This is an optimization exercise on Yosys and OpenROAD, whose aim is small area, a short achievable clock period and few clock cycles per item, not a production implementation. Where RTL was checked, it was by simulation tests only, not by an equivalence proof against the original. Power figures rest on the tool's default switching activity, not on a simulated workload.

Setup of 05-07:
==> flow/design.v (excerpt) <==
module krnl_maxpool #(
  parameter int FIFO_DEPTH = 16    
) (
  input  logic                    ap_clk,
  input  logic                    areset,
  input  logic                    s_axi_control_awvalid,
  output logic                    s_axi_control_awready,
  input  maxpool_pkg::axil_addr_t s_axi_control_awaddr,
  input  logic                    s_axi_control_wvalid,
  output logic                    s_axi_control_wready,
  input  maxpool_pkg::axil_data_t s_axi_control_wdata,
  input  logic [3:0]              s_axi_control_wstrb,
  output logic                    s_axi_control_bvalid,
  input  logic                    s_axi_control_bready,
  output logic [1:0]              s_axi_control_bresp,
  input  logic                    s_axi_control_arvalid,
  output logic                    s_axi_control_arready,
  input  maxpool_pkg::axil_addr_t s_axi_control_araddr,
  output logic                    s_axi_control_rvalid,
  input  logic                    s_axi_control_rready,
  output maxpool_pkg::axil_data_t s_axi_control_rdata,
  output logic [1:0]              s_axi_control_rresp,
  output logic                    interrupt,
  input  logic                    in_tvalid,
  output logic                    in_tready,
  input  maxpool_pkg::elem_t      in_tdata,
  output logic                    out_tvalid,
  input  logic                    out_tready,
  output maxpool_pkg::elem_t      out_tdata
);
Size: roughly 570 flip-flops, about 170 I/O pins, ~15000 µm² of cells after synthesis.
Settings: LEC_CHECK=0, CAP_MARGIN=20, CORE_MARGIN=2, CORE_UTILIZATION=40, SETUP_SLACK_MARGIN=1.0, SLEW_MARGIN=20; clock period 3.8 ns.
run.sh (not shown) runs the stock make flow with config.mk's settings and CLKGATE_MAP_FILE= SYNTH_SCRIPT=/design/flow/synth_recipe.tcl, a recipe that flattens the netlist after the stock synthesis.
Relative to 05-07, the following input files were edited for 08-21:
- swapping 1.0 for 1.5 in SETUP_SLACK_MARGIN
- putting CTS_CLUSTER_DIAMETER at 100 where nothing was set
- putting CTS_CLUSTER_SIZE at 28 where nothing was set
Results
- For final worst-path cycle share, 05-07 and 08-21 come out practically identical.
- Per the comparison of 08-21 with 05-07, number of clock buffers in the layout lost 41, leakage power of the design -about 4.7%, relative contribution of combinational cells to total power went up.
- On sum of routed wire length over all layers, 08-21 does worse than 05-07.
- Relative to 05-07, the net switching power of 08-21 is lower by about 13%.
- Clock network power in 08-21 is about 45% lower than in 05-07
- [compare] base=05-07 new=08-21: register-to-register slack decreased by 0.04 ns relative to the old numbers; fraction of met1 tracks used by global routing higher; time the final worst path needs with I/O delays and setup grew by 0.0052 ns.
- Looking only at reported combinational group power, and setting everything else aside, the higher value of 05-07 and 08-21 goes to 08-21.
No functional check of the RTL was part of any run of this note.

* * *

Setup of job 7101:
krnl_maxpool, a different RTL version from the one above (not shown whole).
Size in the first run: ~570 flip-flops, about 16000 µm² of cells after synthesis.
// krnl_maxpool
module krnl_maxpool #(
  parameter int FIFO_DEPTH = 16    
) (
  input  logic                    ap_clk,
  input  logic                    areset,
  input  logic                    s_axi_control_awvalid,
  output logic                    s_axi_control_awready,
  input  maxpool_pkg::axil_addr_t s_axi_control_awaddr,
  input  logic                    s_axi_control_wvalid,
  output logic                    s_axi_control_wready,
  input  maxpool_pkg::axil_data_t s_axi_control_wdata,
  input  logic [3:0]              s_axi_control_wstrb,
  output logic                    s_axi_control_bvalid,
  input  logic                    s_axi_control_bready,
  output logic [1:0]              s_axi_control_bresp,
  input  logic                    s_axi_control_arvalid,
  output logic                    s_axi_control_arready,
  input  maxpool_pkg::axil_addr_t s_axi_control_araddr,
  output logic                    s_axi_control_rvalid,
  input  logic                    s_axi_control_rready,
  output maxpool_pkg::axil_data_t s_axi_control_rdata,
  output logic [1:0]              s_axi_control_rresp,
  output logic                    interrupt,
  input  logic                    in_tvalid,
  output logic                    in_tready,
  input  maxpool_pkg::elem_t      in_tdata,
  output logic                    out_tvalid,
  input  logic                    out_tready,
  output maxpool_pkg::elem_t      out_tdata
);
  logic                job_start;
  ...
==> flow/config.mk <==
export PLATFORM = sky130hd
export DESIGN_NAME = krnl_maxpool
export DESIGN_NICKNAME = krnl_maxpool
export VERILOG_FILES = /design/flow/design.v
export SDC_FILE = /design/flow/constraint.sdc
export NUM_CORES = 4
export LEC_CHECK = 0
export CAP_MARGIN = 20
export CORE_MARGIN = 2
export CORE_UTILIZATION = 60
export SETUP_SLACK_MARGIN = 2.0
export SLEW_MARGIN = 20
==> flow/constraint.sdc <==
create_clock -name core_clock -period 3.8 [get_ports {ap_clk}]
set_input_delay 0.7600 -clock core_clock [delete_from_list [all_inputs] [get_ports {ap_clk}]]
set_output_delay 0.7600 -clock core_clock [all_outputs]
set_load 0.01 [all_outputs]
Testbench counts of job 7101, summed over its fixed seeds: cycles 8,364, items 2,035.
The inputs of job 3790 differ from those of job 7101 as listed below.
Settings: an added CTS_BUF_LIST of sky130_fd_sc_hd__clkbuf_4 sky130_fd_sc_hd__clkbuf_8; a change of SETUP_SLACK_MARGIN from 2.0 to 1.5; a change of CORE_UTILIZATION from 60 to 40.
[summary]
Job 3790 went all the way through the flow, and no timing, DRC or antenna check failed. Worst path setup slack after routing in job 3790 is 0.0082 ns above job 7101. Taking job 7101 as the reference, in job 3790 cell area now sits lower, fraction of power consumed by the clock network level, number of filler instances in the final layout increased by 1753 relative to the old numbers, fraction of area in registers went up by 0.59 points. In the reports for job 3790 and job 7101, the smaller number of non-clock buffers belongs to job 3790. Diff job 3790..job 7101 | clock transition time at the flip-flop clock pins of the worst setup and hold paths | negligible. For the combinational fraction of design power, job 3790 came in 0.9 points lower than job 7101 did. The origin of the worst setup path comes out in_tdata[21] in one run and in_tdata[5] in the other, namely in job 3790 and job 7101 respectively. Going from job 7101 to job 3790, clock period minus final worst setup slack moved down; y dimension of the die picked up an extra 22%.
[inputs] job 9964 vs job 3790
Settings: putting CTS_CLUSTER_SIZE at 40 where nothing was set; swapping sky130_fd_sc_hd__clkbuf_4 sky130_fd_sc_hd__clkbuf_8 for sky130_fd_sc_hd__clkbuf_2 sky130_fd_sc_hd__clkbuf_4 in CTS_BUF_LIST.
Compared with job 3790, in job 9964 sequential share of layout area now larger; time the worst path needs with I/O delays and setup rose by 0.14 ns. In job 9964, the cell count came out 85 above the value in job 3790. Status: area taken by multi-input logic gates parity (job 3790, job 9964). Changes observed in job 9964 relative to job 3790: end-of-flow core utilization saw a decrease; measured slew at the worst slew-check pin -0.0098 ns.
--- input diff job 9964..job 6667 ---
Settings: a deleted CTS_CLUSTER_SIZE that had been 40; a deleted CTS_BUF_LIST that had been sky130_fd_sc_hd__clkbuf_2 sky130_fd_sc_hd__clkbuf_4.
Results
- Of job 6667 and job 9964, the run reporting the lower combinational power was job 9964.
- Job 6667 -> job 9964: count of endpoints failing hold in the final timing report delta 0, exact match
- Job 6667 vs job 9964 — global-route usage dropped 0.55 points.
- Per the comparison of job 6667 with job 9964, slack of the worst reg-to-reg path +0.05 ns; final non-filler cell total lower; static leakage now smaller.

## separate check: timing with driven ports
Ports are ideal in the flow. The routed layouts listed here were re-timed in OpenROAD.
Step 1 sets driving cells, clkbuf_16 on the clock port and buf_2 on the other inputs (assumed; they add their load-dependent delay and slew).
Step 2 times the ports against the registers' clock, not the clock port: input delays grow and output delays shrink by t, the midpoint of the rising clock arrivals with the driver on.
a / b / c = ideal ports / drivers / drivers and shift; a / b = the first two.
run	t, ns	slack for setup (ns)	latest minus earliest clock arrival (ns)	worst register clock-pin slew, ns	pins driven straight from the clock port
05-07	0.612	1.027 / 1.052 / 0.440	0.018 / 0.018	0.07 / 0.07	1
08-21	0.600	1.022 / 1.047 / 0.448	0.018 / 0.018	0.11 / 0.11	1
job 7101	0.601	1.448 / 1.430 / 0.878	0.016 / 0.017	0.07 / 0.07	1
job 3790	0.656	1.456 / 1.426 / 0.817	0.036 / 0.036	0.07 / 0.07	1
job 9964	0.815	1.316 / 1.270 / 0.578	0.053 / 0.053	0.07 / 0.07	1
job 6667	0.622	1.460 / 1.455 / 0.856	0.013 / 0.014	0.07 / 0.07	1
After both steps every run listed still meets setup and hold. For job 9964, which loses most, drivers alone change the setup slack by -0.046 ns; drivers and shift together by -0.738 ns.
